This is an optimization exercise on Yosys and OpenROAD, whose aim is small area, a short achievable clock period and few clock cycles, not a production implementation. Only simulation tests tie the RTL to the original design; equivalence was not proved. Power is estimated from default activity; no workload was simulated.

P:
==> flow/design.v (excerpt) <==
module ProcessingElement #(
    parameter int MaxFiltW = PECfg::DefMaxFiltW,
    parameter int MaxOutW  = PECfg::DefMaxOutW,
    parameter int MaxCh    = PECfg::DefMaxCh
) (
    input  logic                         i_clk,
    input  logic                         i_rstN,
    input  logic                         i_start,
    input  logic [$clog2(MaxFiltW+1)-1:0] i_filtW,
    input  logic [$clog2(MaxOutW+1)-1:0]  i_outW,
    input  logic [$clog2(MaxCh+1)-1:0]    i_numCh,
    input  logic                         i_ipixValid,
    input  PECfg::Pix                    i_ipix,
    input  logic                         i_wpixValid,
    input  PECfg::Pix                    i_wpix,
    output logic                         o_fwdValid,
    output PECfg::Pix                    o_fwdPix,
    output logic                         o_psumValid,
    output PECfg::Psum                   o_psum,
    output logic                         o_done
);
For scale: roughly 1,300 flip-flops, ~63 I/O pins, about 0.053 mm^2 of cells after synthesis.
Settings: LEC_CHECK=0, CAP_MARGIN=20, CORE_MARGIN=2, CORE_UTILIZATION=60, SLEW_MARGIN=20; clock period 8.0 ns.
standard.sh (not shown) runs the stock make flow with config.mk's settings and CLKGATE_MAP_FILE= SYNTH_SCRIPT=/design/flow/synth_recipe.tcl, a recipe that flattens the netlist after the stock synthesis.
==> flow/flow/run.sh <==
#!/bin/bash
# The standard ORFS layout, with two changes: timing repair aims for more
# setup slack than config.mk may ask for, and ports get a plain buffer.
set -euo pipefail
cd "$(dirname "$0")/.."
bash standard.sh SETUP_SLACK_MARGIN=5.6 "BUFFER_PORTS_ARGS=-buffer_cell sky130_fd_sc_hd__buf_2" finish > standard_flow.log 2>&1
Testbench counts of P, summed over its fixed seeds: cycles 8,124.
Edits applied to the flow inputs when going from P to Q:
- SETUP_SLACK_MARGIN newly set to 5.0
- CTS_BUF_LIST newly set to sky130_fd_sc_hd__clkbuf_8
- CTS_CLUSTER_SIZE newly set to 30
==> flow/run.sh (new file) <==
#!/bin/bash
# synth_recipe.tcl (not shown) runs the flow's synth.tcl, then flattens the netlist and writes it again
# the make line also repeats each setting of config.mk as NAME=value (left out here)
make -C /OpenROAD-flow-scripts/flow DESIGN_CONFIG=/design/flow/config.mk WORK_HOME=/design/flow/orfs CLKGATE_MAP_FILE= SYNTH_SCRIPT=/design/flow/synth_recipe.tcl finish
removed: flow/flow/run.sh
removed: flow/standard.sh
- Q finished all stages; the layout is clean.
- Relative to P, switching power as a share of total power has gone up in Q.
- Data arrival time of the worst path in Q is 0.05 ns higher than in P
- [Q vs P] combinational share of power: lower in Q
- Measured against P, the routed wire length of Q comes out at 0.911 times the reference value.
- As of Q, overall power had fallen by a little under 10% compared to P.
- Summary of Q over P: cell count of the worst reg-to-reg path went up by 1; area added between synthesis and finish went down; post-route cell area saw a decrease.

job 7045:
Another version of the RTL of ProcessingElement (not shown whole).
Size: ~3400 cells after synthesis, roughly 63 I/O pins, roughly 52000 um2 of cells after synthesis.
clock: 8.0 ns
lec_check: 0
cap_margin: 20
core_margin: 2
core_utilization: 40
slew_margin: 20
run.sh (not shown) runs the stock make flow with config.mk's settings and CLKGATE_MAP_FILE= SYNTH_SCRIPT=/design/flow/synth_recipe.tcl, a recipe that flattens the netlist after the stock synthesis.
Stock flow here: none of the scripts above is used.
Job 7045 reached the final stage; the timing, DRC and antenna checks on its layout passed.
Testbench counts of job 7045, summed over its fixed seeds: cycles 8,124.
Modified inputs, job 2272 compared to job 7045
- putting ABC_CLOCK_PERIOD_IN_PS at 3000 where nothing was set
- putting SETUP_SLACK_MARGIN at 5.0 where nothing was set
Notes after the runs:
Job 7045 finished every step from synthesis to the final layout, and the layout passed the timing, DRC and antenna checks. Job 2272: done, clean on timing, DRC and antenna. Layer carrying the most global-route usage = met1: job 2272; layer carrying the most global-route usage = met2: job 7045. Looking at startpoint of the most critical setup path, the ring[2] result is from job 2272; the i_wpixValid one comes from job 7045. ~same hold slack in job 2272 and job 7045. Cmp job 2272 and job 7045 / total wire length / higher: job 2272. Between job 2272 and job 7045, it is job 2272 whose cell count of the worst reg-to-reg path is higher, by 4. Final cycle utilization of the critical path: job 2272 lower than job 7045. Per the comparison of job 2272 with job 7045, design area shows an increase of 6.9%; pin count of the biggest net entering global routing shows a reduction of 21; number of stages on the worst setup path shows a reduction of 5; met1 demand-to-capacity share in global routing shows an increase of 1.7 points.
Modified inputs, job 1368 compared to job 2272
- ABC_CLOCK_PERIOD_IN_PS no longer set, was 3000
Comparing job 2272 against job 1368, there is no change at all in remaining design rule violation count. Result for job 2272 and job 1368: all clean. Diff job 1368..job 2272 | count of plain and timing-repair buffers | negligible. Job 1368 vs. job 2272: critical path depth stayed essentially flat; die area stayed essentially flat; area growth from synthesis to final layout stayed essentially flat; count of non-filler cells in the finished layout stayed essentially flat; fraction of power consumed by the clock network stayed essentially flat. As far as highest achievable clock rate is concerned, job 2272 and job 1368 perform about the same. As far as latest clock arrival within the worst-skew pair is concerned, job 1368 and job 2272 perform about the same.

Setup of the baseline:
Another version of the RTL of ProcessingElement (not shown whole).
Size: roughly 3500 cells after synthesis, about 63 I/O pins, ~0.053 mm^2 of cells after synthesis.
Settings: LEC_CHECK=0, CAP_MARGIN=20, CORE_MARGIN=2, CORE_UTILIZATION=40, SETUP_SLACK_MARGIN=5.0, SLEW_MARGIN=20; clock period 8.0 ns.
The baseline ran to completion and came out clean on the timing, DRC and antenna checks.
Testbench counts of the baseline, summed over its fixed seeds: cycles 8,124.
Here is what was changed in the inputs of the candidate compared with the baseline.
# the baseline
export LEC_CHECK = 0
export CAP_MARGIN = 20
export CORE_MARGIN = 2
export CORE_UTILIZATION = 40
export SETUP_SLACK_MARGIN = 5.0
export SLEW_MARGIN = 20
create_clock -name core_clock -period 8.0 [get_ports {i_clk}]
# the candidate
export LEC_CHECK = 0
export CAP_MARGIN = 20
export CORE_MARGIN = 2
export CORE_UTILIZATION = 60
export SETUP_SLACK_MARGIN = 5.0
export SLEW_MARGIN = 20
create_clock -name core_clock -period 8.0 [get_ports {i_clk}]
--- outcome ---
The candidate — number of placement rows 25 lower, the baseline as reference. The candidate vs the baseline — register-to-register slack dropped 0.08 ns. Via count: the baseline vs the candidate — no meaningful difference. Diff the candidate and the baseline: number of cells upsized or downsized after cts lower in the baseline. From the baseline to the candidate, worst hold path cell count did not move at all. The candidate against the baseline; highest achievable clock rate is down by a few percent. In the flow results for the candidate and the baseline, the maximum number of pins on one net before global-route repair is larger on the baseline. Die area: the candidate vs the baseline down 0.044 mm^2.

alpha:
ProcessingElement, a different RTL version from the one above (not shown whole).
Size in the first run: ~3100 cells after synthesis, roughly 1300 flip-flops, roughly 50000 um^2 of cells after synthesis.
==> flow/config.mk <==
export PLATFORM = sky130hd
export DESIGN_NAME = ProcessingElement
export DESIGN_NICKNAME = ProcessingElement
export VERILOG_FILES = /design/flow/design.v
export SDC_FILE = /design/flow/constraint.sdc
export NUM_CORES = 4
export LEC_CHECK = 0
export CAP_MARGIN = 20
export CORE_MARGIN = 2
export CORE_UTILIZATION = 60
export CTS_CLUSTER_DIAMETER = 100
export CTS_CLUSTER_SIZE = 30
export SLEW_MARGIN = 20
==> flow/constraint.sdc <==
create_clock -name core_clock -period 8.0 [get_ports {i_clk}]
set_input_delay 1.6000 -clock core_clock [delete_from_list [all_inputs] [get_ports {i_clk}]]
set_output_delay 1.6000 -clock core_clock [all_outputs]
set_load 0.01 [all_outputs]
standard.sh (not shown) runs the stock make flow with config.mk's settings and CLKGATE_MAP_FILE= SYNTH_SCRIPT=/design/flow/synth_recipe.tcl, a recipe that flattens the netlist after the stock synthesis.
==> flow/flow/run.sh <==
#!/bin/bash
# The standard ORFS layout, except that the ports get a plain buffer
# (buf_2) instead of the delay cell buffer_ports picks by default, and timing
# repair aims for a little more setup slack than config.mk may ask for.
set -euo pipefail
cd "$(dirname "$0")/.."
bash standard.sh SETUP_SLACK_MARGIN=5.3 "BUFFER_PORTS_ARGS=-buffer_cell sky130_fd_sc_hd__buf_2" finish > standard_flow.log 2>&1
alpha: full flow OK, the timing, DRC and antenna checks passed
Testbench counts of alpha, summed over its fixed seeds: cycles 8,124.
Modified inputs, beta compared to alpha
--- a/flow/config.mk
+++ b/flow/config.mk
@@ -9,5 +9,3 @@
 export CORE_MARGIN = 2
 export CORE_UTILIZATION = 60
-export CTS_CLUSTER_DIAMETER = 100
-export CTS_CLUSTER_SIZE = 30
 export SLEW_MARGIN = 20
### Flow results
Diff alpha -> beta: combinational power held; pin slew with the least headroom to its limit went down 0.021 ns.
The final reports for beta and alpha show leakage power higher in the former.
Compared to alpha, beta shows a narrower setup margin.
Compare beta and alpha | worst hold slack higher: alpha
Here is what was changed in the inputs of gamma compared with beta.
--- a/flow/config.mk
+++ b/flow/config.mk
@@ -9,3 +9,5 @@
 export CORE_MARGIN = 2
 export CORE_UTILIZATION = 60
+export CTS_CLUSTER_DIAMETER = 120
+export CTS_CLUSTER_SIZE = 30
 export SLEW_MARGIN = 20
==> comparison <==
In the final design statistics, gamma uses fewer standard cells in total than beta. Between gamma and beta, it is gamma whose period utilization is lower, by 0.93 points. In gamma the met3 layer wire length in the routed design turned out 25% lower than in beta. Taking beta as the reference, in gamma global routing usage on met1 ~0 delta; die outline area ~0 delta; wire length went down; sequential share of layout area +3.6 points. In the tables for beta and gamma, length of routed met2 wiring reads higher with beta. gamma vs beta on global-route total usage across every layer: gamma is the lower one.

Setup of v14:
Another version of the RTL of ProcessingElement (not shown whole).
Size: roughly 1300 flip-flops, about 63 I/O pins.
==> flow/config.mk <==
export PLATFORM = sky130hd
export DESIGN_NAME = ProcessingElement
export DESIGN_NICKNAME = ProcessingElement
export VERILOG_FILES = /design/flow/design.v
export SDC_FILE = /design/flow/constraint.sdc
export NUM_CORES = 4
export LEC_CHECK = 0
export CAP_MARGIN = 20
export CORE_MARGIN = 2
export CORE_UTILIZATION = 60
export SETUP_SLACK_MARGIN = 5.0
export SLEW_MARGIN = 20
==> flow/constraint.sdc <==
create_clock -name core_clock -period 8.0 [get_ports {i_clk}]
set_input_delay 1.6000 -clock core_clock [delete_from_list [all_inputs] [get_ports {i_clk}]]
set_output_delay 1.6000 -clock core_clock [all_outputs]
set_load 0.01 [all_outputs]
==> flow/flow/run.sh <==
#!/bin/bash
# The standard ORFS layout, except that the ports get a plain buffer
# (buf_2) instead of the delay cell buffer_ports picks by default.
set -euo pipefail
cd "$(dirname "$0")/.."
bash standard.sh "BUFFER_PORTS_ARGS=-buffer_cell sky130_fd_sc_hd__buf_2" finish > standard_flow.log 2>&1
v14 completed; timing, DRC and antenna clean
Testbench counts of v14, summed over its fixed seeds: cycles 8,124.
Here is what was changed in the inputs of v13 compared with v14.
Settings: a deleted SETUP_SLACK_MARGIN that had been 5.0.
==> flow/flow/run.sh <==
#!/bin/bash
# The standard ORFS layout, except that the ports get a plain buffer
# (buf_2) instead of the delay cell buffer_ports picks by default, and timing
# repair aims for a little more setup slack than config.mk may ask for.
set -euo pipefail
cd "$(dirname "$0")/.."
bash standard.sh SETUP_SLACK_MARGIN=5.3 "BUFFER_PORTS_ARGS=-buffer_cell sky130_fd_sc_hd__buf_2" finish > standard_flow.log 2>&1
--- outcome ---
Higher setup slack on the worst flop-to-flop path was reported by v13, not v14. v13 ended with every stage complete and zero timing, DRC or antenna violations. v14 | stages: all done | timing, DRC, antenna: all pass. Quantity of gates resized following cts came out higher on v13 than on v14. Going from v14 to v13, worst setup slack rose by 0.056 ns; arithmetic-cell share of the synthesized area counting full adders, half adders and majority gates ~0 delta; power drawn by the clock network saw a decrease.

the previous run:
ProcessingElement, a different RTL version from the one above (not shown whole).
Size in the first run: roughly 1300 flip-flops, roughly 63 I/O pins, roughly 52000 um2 of cells after synthesis.
make LEC_CHECK=0 CAP_MARGIN=20 CORE_MARGIN=2 CORE_UTILIZATION=60 SETUP_SLACK_MARGIN=5.0 SLEW_MARGIN=20 finish   # period 8.0 ns
run.sh (not shown) runs the stock make flow with config.mk's settings and CLKGATE_MAP_FILE= SYNTH_SCRIPT=/design/flow/synth_recipe.tcl, a recipe that flattens the netlist after the stock synthesis.
Stock flow here: none of the scripts above is used.
Testbench counts of the previous run, summed over its fixed seeds: cycles 8,124.
For the current run, these inputs were changed with respect to the previous run:
==> flow/flow/run.sh (new file) <==
#!/bin/bash
# The standard ORFS layout, except that the ports get a plain buffer
# (buf_2) instead of the delay cell buffer_ports picks by default.
set -euo pipefail
cd "$(dirname "$0")/.."
bash standard.sh "BUFFER_PORTS_ARGS=-buffer_cell sky130_fd_sc_hd__buf_2" finish > standard_flow.log 2>&1
==> flow/standard.sh (new file) <==
#!/bin/bash
# synth_recipe.tcl (not shown) runs the flow's synth.tcl, then flattens the netlist and writes it again
# the make line also repeats each setting of config.mk as NAME=value (left out here)
make -C /OpenROAD-flow-scripts/flow DESIGN_CONFIG=/design/flow/config.mk WORK_HOME=/design/flow/orfs CLKGATE_MAP_FILE= SYNTH_SCRIPT=/design/flow/synth_recipe.tcl "${@:-finish}"
removed: flow/run.sh
[summary]
Taking the previous run as the reference, in the current run total CTS buffers now sits higher, number of clock buffers in the layout has increased, met3 routed wirelength now larger. The layout overhead on the synthesized area number comes out lower for the current run vs the previous run. [the current run vs the previous run] final net count: lower in the current run. Against the previous run, the current run comes in 0.83 points higher on share of cells above drive strength 1. Total via count after detailed routing shrinks slightly when moving from the previous run to the current run. A master of the slowest instance on the critical path of sky130_fd_sc_hd__fa_1 is what the current run shows, while sky130_fd_sc_hd__clkdlybuf4s50_1 belongs to the previous run.

Another version of the RTL of ProcessingElement (not shown whole).
For scale: roughly 3100 cells after synthesis, roughly 50000 um^2 of cells after synthesis.
Settings: LEC_CHECK=0, CAP_MARGIN=20, CORE_MARGIN=2, CORE_UTILIZATION=60, CTS_CLUSTER_SIZE=30, SLEW_MARGIN=20; clock period 8.0 ns.
standard.sh (not shown) runs the stock make flow with config.mk's settings and CLKGATE_MAP_FILE= SYNTH_SCRIPT=/design/flow/synth_recipe.tcl, a recipe that flattens the netlist after the stock synthesis.
==> flow/flow/run.sh <==
#!/bin/bash
# The standard ORFS layout, except that the ports get a plain buffer
# (buf_2) instead of the delay cell buffer_ports picks by default, and timing
# repair aims for a little more setup slack than config.mk may ask for.
set -euo pipefail
cd "$(dirname "$0")/.."
bash standard.sh SETUP_SLACK_MARGIN=5.3 "BUFFER_PORTS_ARGS=-buffer_cell sky130_fd_sc_hd__buf_2" finish > standard_flow.log 2>&1
The first run passed the timing, DRC and antenna checks.
Testbench counts at the start, summed over its fixed seeds: cycles 8,124.
==> next run, changes <==
--- a/flow/flow/run.sh
+++ b/flow/flow/run.sh
@@ -6,2 +6,2 @@
 cd "$(dirname "$0")/.."
-bash standard.sh SETUP_SLACK_MARGIN=5.3 "BUFFER_PORTS_ARGS=-buffer_cell sky130_fd_sc_hd__buf_2" finish > standard_flow.log 2>&1
+bash standard.sh SETUP_SLACK_MARGIN=5.2 "BUFFER_PORTS_ARGS=-buffer_cell sky130_fd_sc_hd__buf_2" finish > standard_flow.log 2>&1
CORE_UTILIZATION = 70   (was 60)
CTS_CLUSTER_SIZE = unset   (was 30)
Global-route usage grows by 6.5 points.
Total power rises by 0.42%.
Register-to-register slack gets worse by 30 ps.
Clock skew is higher by 5.4 ps.
Sequential share of layout area is higher by 0.55 points.
Fmax fell by about 1.2%.
Cell area is lower by about 0.9%.
Worst hold slack degrades by 11 ps.
Combinational power stays flat.

[static timing again, ports no longer ideal]
No port has a modelled driver above. Below, the same layouts with a new extraction and two added sets of constraints.
Step 1 (the two cells are an assumption about what drives the block):
set clk [get_ports {i_clk}]
set_driving_cell -lib_cell sky130_fd_sc_hd__clkbuf_16 $clk
set_driving_cell -lib_cell sky130_fd_sc_hd__buf_2 [delete_from_list [all_inputs] $clk]
Step 2 adds t to the input delays and takes it off the output delays; t is the mean of the earliest and latest rising clock arrival at the registers after step 1. Input paths then give back, and output paths get back, about the clock's delay inside the block.
Slacks: ideal / step 1 / step 2; pairs: ideal / step 1.
| run | t, ns | slack for setup (ns) | hold WS [ns] | worst setup path after step 2 | worst slew at a driven data input, ns |
|---|---|---|---|---|---|
| P | 0.809 | 4.567 / 4.567 / 4.567 | 0.325 / 0.325 / 0.325 | register to register | 0.09 |
| Q | 0.925 | 4.654 / 4.654 / 4.110 | 0.326 / 0.326 / 0.326 | input to register | 0.11 |
| job 7045 | 0.812 | 3.354 / 3.362 / 2.549 | 0.327 / 0.327 / 0.327 | input to register | 0.09 |
| job 2272 | 0.783 | 4.552 / 4.552 / 3.779 | 0.327 / 0.327 / 0.327 | input to register | 0.10 |
| job 1368 | 0.783 | 4.552 / 4.552 / 3.779 | 0.327 / 0.327 / 0.327 | input to register | 0.10 |
| the baseline | 0.820 | 4.694 / 4.694 / 4.281 | 0.319 / 0.319 / 0.319 | input to register | 0.08 |
| the candidate | 0.786 | 4.609 / 4.609 / 4.273 | 0.331 / 0.331 / 0.331 | input to register | 0.17 |
| alpha | 0.712 | 5.257 / 5.192 / 4.749 | 0.335 / 0.335 / 0.335 | input to register | 0.08 |
| beta | 0.788 | 5.194 / 5.126 / 4.744 | 0.321 / 0.321 / 0.321 | input to register | 0.08 |
| gamma | 0.699 | 5.269 / 5.203 / 4.771 | 0.336 / 0.336 / 0.336 | input to register | 0.08 |
| v14 | 0.796 | 5.056 / 4.988 / 4.631 | 0.325 / 0.325 / 0.325 | input to register | 0.07 |
| v13 | 0.783 | 5.112 / 5.038 / 4.681 | 0.326 / 0.326 / 0.326 | input to register | 0.09 |
| the previous run | 0.788 | 4.869 / 4.911 / 4.123 | 0.317 / 0.317 / 0.317 | input to register | 0.11 |
| the current run | 0.804 | 5.036 / 5.004 / 4.510 | 0.320 / 0.320 / 0.320 | input to register | 0.11 |
| the first run of note 7 | 0.785 | 5.239 / 5.169 / 4.820 | 0.321 / 0.321 / 0.321 | input to register | 0.06 |
| the second run of note 7 | 0.774 | 5.206 / 5.139 / 4.626 | 0.310 / 0.310 / 0.310 | input to register | 0.07 |
After both steps every run listed still meets setup and hold. The setup slack of job 7045, which loses most, moves by +0.008 ns with the drivers and by -0.805 ns with both steps.
